This design comes from an exercise in tuning for small area on the open sky130 flow, not from production work. The RTL was checked by simulation tests, not by an equivalence proof against the original design. Power figures rest on the tool's default switching activity, not on a simulated workload.

v32:
==> flow/design.v <==
package i2c_mem_pkg;
  localparam int DATA_W = 8;
  localparam int ADDR_W = 6;
  localparam int REGS_PER_BANK = 8;
  localparam int NUM_BANKS     = 4;
  localparam int NUM_REGS      = NUM_BANKS * REGS_PER_BANK;
  localparam int STATUS_BASE = 32;
  localparam int NUM_STATUS  = 2;
  typedef logic [DATA_W-1:0] data_t;
  typedef logic [ADDR_W-1:0] addr_t;
endpackage
`timescale 1ns/1ns
module i2c_mem_bit_nxt (
  input  logic go,
  input  logic hold,
  input  logic wd,
  input  logic q,
  input  logic init,
  input  logic laen,
  input  logic rst,
  output logic nxt
);
  logic wr_n;     
  logic init_n;   
  assign wr_n   = ~((go & wd) | (hold & q));
  assign init_n = ~(init & (laen | rst));
  assign nxt    = ~(init_n & (laen | wr_n));
endmodule
module i2c_mem_reg_bank (
  input  logic [i2c_mem_pkg::REGS_PER_BANK-1:0]                   rst_r,
  input  logic [i2c_mem_pkg::REGS_PER_BANK-1:0]                   wr_go,
  input  logic [i2c_mem_pkg::REGS_PER_BANK-1:0]                   wr_hold,
  input  i2c_mem_pkg::data_t                                      wr_data,
  input  logic [i2c_mem_pkg::REGS_PER_BANK*i2c_mem_pkg::DATA_W-1:0] rf_init,
  input  logic [i2c_mem_pkg::REGS_PER_BANK*i2c_mem_pkg::DATA_W-1:0] rf_laen,
  input  logic [i2c_mem_pkg::REGS_PER_BANK*i2c_mem_pkg::DATA_W-1:0] rf_data,
  output logic [i2c_mem_pkg::REGS_PER_BANK*i2c_mem_pkg::DATA_W-1:0] rf_next
);
  localparam int NUM_R = i2c_mem_pkg::REGS_PER_BANK;
  localparam int DW    = i2c_mem_pkg::DATA_W;
  for (genvar r = 0; r < NUM_R; r++)
  begin : g_reg
    for (genvar b = 0; b < DW; b++)
    begin : g_bit
      i2c_mem_bit_nxt i_nxt (
        .go   (wr_go[r]),
        .hold (wr_hold[r]),
        .wd   (wr_data[b]),
        .q    (rf_data[r*DW+b]),
        .init (rf_init[r*DW+b]),
        .laen (rf_laen[r*DW+b]),
        .rst  (rst_r[r]),
        .nxt  (rf_next[r*DW+b])
      );
    end
  end
endmodule
`timescale 1ns/1ns
module i2c_mem_rd_ao3 (
  input  logic [2:0] sel,
  input  logic [2:0] dat,
  output logic       y_n
);
  assign y_n = ~(|(sel & dat));
endmodule
module i2c_mem_rd_mux (
  input  i2c_mem_pkg::addr_t                                         rd_addr,
  input  logic [i2c_mem_pkg::NUM_REGS*i2c_mem_pkg::DATA_W-1:0]       regs,
  input  logic [i2c_mem_pkg::NUM_STATUS*i2c_mem_pkg::DATA_W-1:0]     status,
  output i2c_mem_pkg::data_t                                         rd_data
);
  localparam int DW  = i2c_mem_pkg::DATA_W;
  localparam int NR  = i2c_mem_pkg::NUM_REGS;
  localparam int NS  = i2c_mem_pkg::NUM_STATUS;
  localparam int NE  = NR + NS;
  localparam int NG  = NE / 3;            
  localparam int NL  = NE - 3 * NG;        
  localparam int NT  = NG + NL;            
  logic [NE*DW-1:0] src;
  logic [NE-1:0]    sel;
  logic [NT*DW-1:0] grp_n;
  assign src = {status, regs};
  logic [7:0] lo_n;
  logic [4:0] hi_n;    
  i2c_mem_dec3n #(.N(8)) i_lo_dec (.a(rd_addr[2:0]), .y_n(lo_n));
  i2c_mem_dec3n #(.N(5)) i_hi_dec (.a(rd_addr[5:3]), .y_n(hi_n));
  for (genvar k = 0; k < NE; k++)
  begin : g_sel
    if (k < NR)
    begin : g_reg
      i2c_mem_nor2 i_sel (.a(hi_n[k / 8]), .b(lo_n[k % 8]), .y(sel[k]));
    end
    else
    begin : g_status
      i2c_mem_nor2 i_sel (
        .a (hi_n[i2c_mem_pkg::STATUS_BASE / 8]),
        .b (lo_n[(i2c_mem_pkg::STATUS_BASE + k - NR) % 8]),
        .y (sel[k])
      );
    end
  end
  for (genvar b = 0; b < DW; b++)
  begin : g_bit
    for (genvar g = 0; g < NG; g++)
    begin : g_grp
      i2c_mem_rd_ao3 i_ao3 (
        .sel ({sel[3*g+2], sel[3*g+1], sel[3*g]}),
        .dat ({src[(3*g+2)*DW+b], src[(3*g+1)*DW+b], src[(3*g)*DW+b]}),
        .y_n (grp_n[b*NT+g])
      );
    end
    for (genvar l = 0; l < NL; l++)
    begin : g_left
      assign grp_n[b*NT+NG+l] = ~(sel[3*NG+l] & src[(3*NG+l)*DW+b]);
    end
    assign rd_data[b] = ~(&grp_n[b*NT +: NT]);
  end
endmodule
`timescale 1ns/1ns
module i2c_mem_nor2 (
  input  logic a,
  input  logic b,
  output logic y
);
  assign y = ~(a | b);
endmodule
module i2c_mem_inv (
  input  logic a,
  output logic y
);
  assign y = ~a;
endmodule
module i2c_mem_nand3 (
  input  logic a,
  input  logic b,
  input  logic c,
  output logic y
);
  assign y = ~(a & b & c);
endmodule
module i2c_mem_nand4 (
  input  logic a,
  input  logic b,
  input  logic c,
  input  logic d,
  output logic y
);
  assign y = ~(a & b & c & d);
endmodule
module i2c_mem_dec3n #(
  parameter int N = 8
) (
  input  logic [2:0]   a,
  output logic [N-1:0] y_n
);
  logic [2:0] a_n;
  for (genvar b = 0; b < 3; b++)
  begin : g_inv
    i2c_mem_inv i_inv (.a(a[b]), .y(a_n[b]));
  end
  for (genvar i = 0; i < N; i++)
  begin : g_out
    i2c_mem_nand3 i_nand (
      .a (i[0] ? a[0] : a_n[0]),
      .b (i[1] ? a[1] : a_n[1]),
      .c (i[2] ? a[2] : a_n[2]),
      .y (y_n[i])
    );
  end
endmodule
module i2c_mem_wr_sel (
  input  logic bank_n,
  input  logic idx_n,
  input  logic rst,
  output logic go,
  output logic hold
);
  i2c_mem_nor2 i_go   (.a(bank_n), .b(idx_n), .y(go));
  i2c_mem_nor2 i_hold (.a(go),     .b(rst),   .y(hold));
endmodule
module i2c_mem (
  input  logic                                                                     wr_clk,
  input  logic                                                                     rst,
  input  logic                                                                     wr_en,
  input  logic [i2c_mem_pkg::ADDR_W-1:0]                                           wr_addr,
  input  logic [i2c_mem_pkg::ADDR_W-1:0]                                           rd_addr,
  input  logic [i2c_mem_pkg::DATA_W-1:0]                                           wr_data,
  input  logic [(i2c_mem_pkg::NUM_REGS+i2c_mem_pkg::NUM_STATUS)*i2c_mem_pkg::DATA_W-1:0] rf_init,
  input  logic [i2c_mem_pkg::NUM_REGS*i2c_mem_pkg::DATA_W-1:0]                     rf_laen,
  output logic [i2c_mem_pkg::DATA_W-1:0]                                           rd_data,
  output logic [i2c_mem_pkg::NUM_REGS*i2c_mem_pkg::DATA_W-1:0]                     rf_data
);
  localparam int RPB = i2c_mem_pkg::REGS_PER_BANK;
  localparam int DW  = i2c_mem_pkg::DATA_W;
  localparam int BW  = RPB * DW;
  localparam int NB  = i2c_mem_pkg::NUM_BANKS;
  localparam int NR  = i2c_mem_pkg::NUM_REGS;
  logic [NB-1:0]    bank_n;    
  logic [RPB-1:0]   idx_n;     
  logic [NR-1:0]    wr_go;
  logic [NR-1:0]    wr_hold;
  logic [NR-1:0]    rst_r;
  logic [NR*DW-1:0] rf_next;
  logic       wr_low;      
  logic [1:0] wa_n;        
  i2c_mem_nor2 i_wr_low (.a(rst), .b(wr_addr[5]), .y(wr_low));
  i2c_mem_inv  i_wa3_n  (.a(wr_addr[3]), .y(wa_n[0]));
  i2c_mem_inv  i_wa4_n  (.a(wr_addr[4]), .y(wa_n[1]));
  for (genvar g = 0; g < NB; g++)
  begin : g_bank_dec
    i2c_mem_nand4 i_bank_n (
      .a (wr_en),
      .b (wr_low),
      .c (g[0] ? wr_addr[3] : wa_n[0]),
      .d (g[1] ? wr_addr[4] : wa_n[1]),
      .y (bank_n[g])
    );
  end
  i2c_mem_dec3n #(.N(RPB)) i_idx_dec (.a(wr_addr[2:0]), .y_n(idx_n));
  for (genvar r = 0; r < NR; r++)
  begin : g_wr
    i2c_mem_wr_sel i_sel (
      .bank_n (bank_n[r / RPB]),
      .idx_n  (idx_n[r % RPB]),
      .rst    (rst),
      .go     (wr_go[r]),
      .hold   (wr_hold[r])
    );
  end
  for (genvar r = 0; r < NR; r += 2)
  begin : g_rst
    i2c_mem_nor2 i_rst (.a(wr_go[r]), .b(wr_hold[r]), .y(rst_r[r]));
    assign rst_r[r+1] = rst_r[r];
  end
  for (genvar g = 0; g < NB; g++)
  begin : g_bank
    i2c_mem_reg_bank i_bank (
      .rst_r    (rst_r[g*RPB +: RPB]),
      .wr_go    (wr_go[g*RPB +: RPB]),
      .wr_hold  (wr_hold[g*RPB +: RPB]),
      .wr_data  (wr_data),
      .rf_init  (rf_init[g*BW +: BW]),
      .rf_laen  (rf_laen[g*BW +: BW]),
      .rf_data  (rf_data[g*BW +: BW]),
      .rf_next  (rf_next[g*BW +: BW])
    );
  end
  always_ff @(posedge wr_clk)
    rf_data <= rf_next;
  i2c_mem_rd_mux i_rd_mux (
    .rd_addr (rd_addr),
    .regs    (rf_data),
    .status  (rf_init[i2c_mem_pkg::STATUS_BASE*DW +: i2c_mem_pkg::NUM_STATUS*DW]),
    .rd_data (rd_data)
  );
endmodule
==> flow/config.mk <==
export PLATFORM = sky130hd
export DESIGN_NAME = i2c_mem
export DESIGN_NICKNAME = i2c_mem
export VERILOG_FILES = /design/flow/design.v
export SDC_FILE = /design/flow/constraint.sdc
export NUM_CORES = 4
export LEC_CHECK = 0
export CAP_MARGIN = 20
export CORE_AREA = 4 4 236 236
export DIE_AREA = 0 0 240 240
export GPL_TIMING_DRIVEN = 0
export SLEW_MARGIN = 20
export SYNTH_HIERARCHICAL = 1
==> flow/constraint.sdc <==
create_clock -name core_clock -period 6.0 [get_ports {wr_clk}]
set_input_delay 1.2000 -clock core_clock [delete_from_list [all_inputs] [get_ports {wr_clk}]]
set_output_delay 1.2000 -clock core_clock [all_outputs]
set_load 0.01 [all_outputs]
standard.sh (not shown) runs the stock make flow with config.mk's settings and CLKGATE_MAP_FILE= SYNTH_SCRIPT=/design/flow/synth_recipe.tcl, a recipe that flattens the netlist after the stock synthesis.
==> flow/flow/run.sh <==
#!/bin/bash
# Standard ORFS layout with three changes to how the layout is made:
#  - pins may sit on neighbouring tracks, so that the 815 ports fit a small die;
#  - the port buffers are the smallest buffer cell;
#  - the clock tree uses clkbuf_8 for clusters of up to 16 registers and no dummy loads.
# Each ORFS step keeps its own log under orfs/logs/; make's output goes to flow.log.
set -o pipefail
bash standard.sh \
  'PLACE_PINS_ARGS=-min_distance 1 -min_distance_in_tracks' \
  'BUFFER_PORTS_ARGS=-buffer_cell sky130_fd_sc_hd__buf_1' \
  'CTS_ARGS=-sink_clustering_enable -repair_clock_nets -dont_use_dummy_load -buf_list {sky130_fd_sc_hd__clkbuf_8} -root_buf sky130_fd_sc_hd__clkbuf_8 -sink_clustering_size 16 -sink_clustering_max_diameter 100' \
  finish > flow.log 2>&1
The following lists how v33 was set up differently from v32:
-- flow/flow/run.sh --
<<< v32, line 5
#  - the clock tree uses clkbuf_8 for clusters of up to 16 registers and no dummy loads.
>>> v33, line 5
#  - the clock tree uses clkbuf_8 for clusters of up to 14 registers and no dummy loads.
<<< v32, line 11
  'CTS_ARGS=-sink_clustering_enable -repair_clock_nets -dont_use_dummy_load -buf_list {sky130_fd_sc_hd__clkbuf_8} -root_buf sky130_fd_sc_hd__clkbuf_8 -sink_clustering_size 16 -sink_clustering_max_diameter 100' \
>>> v33, line 11
  'CTS_ARGS=-sink_clustering_enable -repair_clock_nets -dont_use_dummy_load -buf_list {sky130_fd_sc_hd__clkbuf_8} -root_buf sky130_fd_sc_hd__clkbuf_8 -sink_clustering_size 14 -sink_clustering_max_diameter 80' \
-- flow/config.mk --
<<< v32, line 11
export GPL_TIMING_DRIVEN = 0
>>> v33, line 11
export PLACE_DENSITY = 0.8
## What came out
- Static leakage went up slightly going from v32 to v33.
- In v33, the power per cell area came out about 2% above the value in v32.
- In terms of area growth from synthesis to final layout, v33 and v32 differ only marginally.
- Comparing v32 against v33, there is no change at all in number of top-level pins.
Input-level comparison between v31 and v33:
-- flow/flow/run.sh --
<<< v33, line 5
#  - the clock tree uses clkbuf_8 for clusters of up to 14 registers and no dummy loads.
>>> v31, line 5
#  - the clock tree uses clkbuf_8 for clusters of up to 16 registers and no dummy loads.
<<< v33, line 11
  'CTS_ARGS=-sink_clustering_enable -repair_clock_nets -dont_use_dummy_load -buf_list {sky130_fd_sc_hd__clkbuf_8} -root_buf sky130_fd_sc_hd__clkbuf_8 -sink_clustering_size 14 -sink_clustering_max_diameter 80' \
>>> v31, line 11
  'CTS_ARGS=-sink_clustering_enable -repair_clock_nets -dont_use_dummy_load -buf_list {sky130_fd_sc_hd__clkbuf_8} -root_buf sky130_fd_sc_hd__clkbuf_8 -sink_clustering_size 16 -sink_clustering_max_diameter 100' \
-- flow/config.mk --
<<< v33, line 11
export PLACE_DENSITY = 0.8
>>> v31, line 11
==> results.txt <==
On setup slack, v31 and v33 are neck and neck.
Relative area change from synthesis to final layout on v31 is down relative to v33.
In terms of area of the multi-input gates, v33 and v31 differ only marginally.
When v31 is measured against v33, its power density of the placed cells turns out 0.52% lower.
The maximum vdd ir drop number comes out higher for v33 vs v31.
Edits applied to the flow inputs when going from v31 to v21:
-- flow/flow/run.sh --
<<< v31, line 2
# Standard ORFS layout with three changes to how the layout is made:
>>> v21, line 2
# Standard ORFS layout with these changes to how the layout is made:
<<< v31, line 5
#  - the clock tree uses clkbuf_8 for clusters of up to 16 registers and no dummy loads.
# Each ORFS step keeps its own log under orfs/logs/; make's output goes to flow.log.
>>> v21, line 5
#  - the clock tree uses clkbuf_8 for clusters of up to 16 registers and no dummy loads;
#  - after synthesis (run unchanged), the large buffers are kept out of the
#    resizer's repairs, so that it buffers long nets with small buffers.
# Each ORFS step keeps its own log under orfs/logs/; make's output goes to synth.log and flow.log.
<<< v31, line 8
>>> v21, line 10
PLATFORM_DONT_USE='sky130_fd_sc_hd__probe_p_8 sky130_fd_sc_hd__probec_p_8 sky130_fd_sc_hd__lpflow_bleeder_1 sky130_fd_sc_hd__lpflow_clkbufkapwr_1 sky130_fd_sc_hd__lpflow_clkbufkapwr_16 sky130_fd_sc_hd__lpflow_clkbufkapwr_2 sky130_fd_sc_hd__lpflow_clkbufkapwr_4 sky130_fd_sc_hd__lpflow_clkbufkapwr_8 sky130_fd_sc_hd__lpflow_clkinvkapwr_1 sky130_fd_sc_hd__lpflow_clkinvkapwr_16 sky130_fd_sc_hd__lpflow_clkinvkapwr_2 sky130_fd_sc_hd__lpflow_clkinvkapwr_4 sky130_fd_sc_hd__lpflow_clkinvkapwr_8 sky130_fd_sc_hd__lpflow_decapkapwr_12 sky130_fd_sc_hd__lpflow_decapkapwr_3 sky130_fd_sc_hd__lpflow_decapkapwr_4 sky130_fd_sc_hd__lpflow_decapkapwr_6 sky130_fd_sc_hd__lpflow_decapkapwr_8 sky130_fd_sc_hd__lpflow_inputiso0n_1 sky130_fd_sc_hd__lpflow_inputiso0p_1 sky130_fd_sc_hd__lpflow_inputiso1n_1 sky130_fd_sc_hd__lpflow_inputiso1p_1 sky130_fd_sc_hd__lpflow_inputisolatch_1 sky130_fd_sc_hd__lpflow_isobufsrc_1 sky130_fd_sc_hd__lpflow_isobufsrc_16 sky130_fd_sc_hd__lpflow_isobufsrc_2 sky130_fd_sc_hd__lpflow_isobufsrc_4 sky130_fd_sc_hd__lpflow_isobufsrc_8 sky130_fd_sc_hd__lpflow_isobufsrckapwr_16 sky130_fd_sc_hd__lpflow_lsbuf_lh_hl_isowell_tap_1 sky130_fd_sc_hd__lpflow_lsbuf_lh_hl_isowell_tap_2 sky130_fd_sc_hd__lpflow_lsbuf_lh_hl_isowell_tap_4 sky130_fd_sc_hd__lpflow_lsbuf_lh_isowell_4 sky130_fd_sc_hd__lpflow_lsbuf_lh_isowell_tap_1 sky130_fd_sc_hd__lpflow_lsbuf_lh_isowell_tap_2 sky130_fd_sc_hd__lpflow_lsbuf_lh_isowell_tap_4'
bash standard.sh synth > synth.log 2>&1 || exit 1
<<< v31, line 9
>>> v21, line 13
  "DONT_USE_CELLS=$PLATFORM_DONT_USE sky130_fd_sc_hd__buf_4 sky130_fd_sc_hd__buf_6 sky130_fd_sc_hd__buf_8 sky130_fd_sc_hd__buf_12 sky130_fd_sc_hd__buf_16 sky130_fd_sc_hd__bufbuf_8 sky130_fd_sc_hd__bufbuf_16 sky130_fd_sc_hd__clkbuf_4 sky130_fd_sc_hd__clkbuf_16" \
Per the final summary, v21 finished and its layout is clean on timing, DRC and antenna.
Going from v31 to v21, the area growth from synthesis to final layout was found to have gone down by 0.86 points.
Compared v31 against v21; power spent charging and discharging nets within noise.
Diff v21 and v31: total wire length after detailed routing lower in v31
The run showing the greater slew at the pin with the worst max-slew slack is v21.
Between v31 and v21, starting DRC count in detailed routing increased.
Summary of v21 over v31: met2 wire length increased by 3.2% relative to the old numbers, total power saw a decrease.
Number of instances in the placed design: v21 vs v31 — no meaningful difference
The non-filler instance count after layout on v21 is in line with that on v31.
Cmp v21 and v31 / worst setup slack / lower: v21
In the metrics for v21 and v31, the one carrying the higher sequential share of layout area is v21.

port drivers added, routing unchanged:
How much do the figures lean on ideal ports? The routed layouts below were timed once more, with nothing changed but the port constraints. Step 1 (the two cells are an assumption about what drives the block):
set clk [get_ports {wr_clk}]
set_driving_cell -lib_cell sky130_fd_sc_hd__clkbuf_16 $clk
set_driving_cell -lib_cell sky130_fd_sc_hd__buf_2 [delete_from_list [all_inputs] $clk]
Step 2 moves the port delays by t, midway between the first and last clock arrival at a register: inputs arrive t later, outputs are due t later. That takes back most of the time a late clock gives input paths. Slacks: ideal ports / drivers / drivers and shift; pairs: ideal ports / drivers.
| run | t (ns) | slack for setup (ns) | slew at the worst register clock pin (ns) | worst data-port slew with drivers (ns) | pins driven straight from the clock port |
|---|---|---|---|---|---|
| v32 | 0.629 | 0.938 / 0.850 / 0.850 | 0.11 / 0.11 | 0.12 | 1 |
| v33 | 0.657 | 0.949 / 0.879 / 0.879 | 0.11 / 0.11 | 0.17 | 1 |
| v31 | 0.621 | 0.951 / 0.860 / 0.860 | 0.11 / 0.11 | 0.13 | 1 |
| v21 | 0.634 | 0.791 / 0.693 / 0.693 | 0.12 / 0.12 | 0.12 | 1 |
After both steps setup and hold are still met in every run listed. The setup slack of v21, which loses most, moves by -0.098 ns with the drivers and by -0.098 ns with both steps.
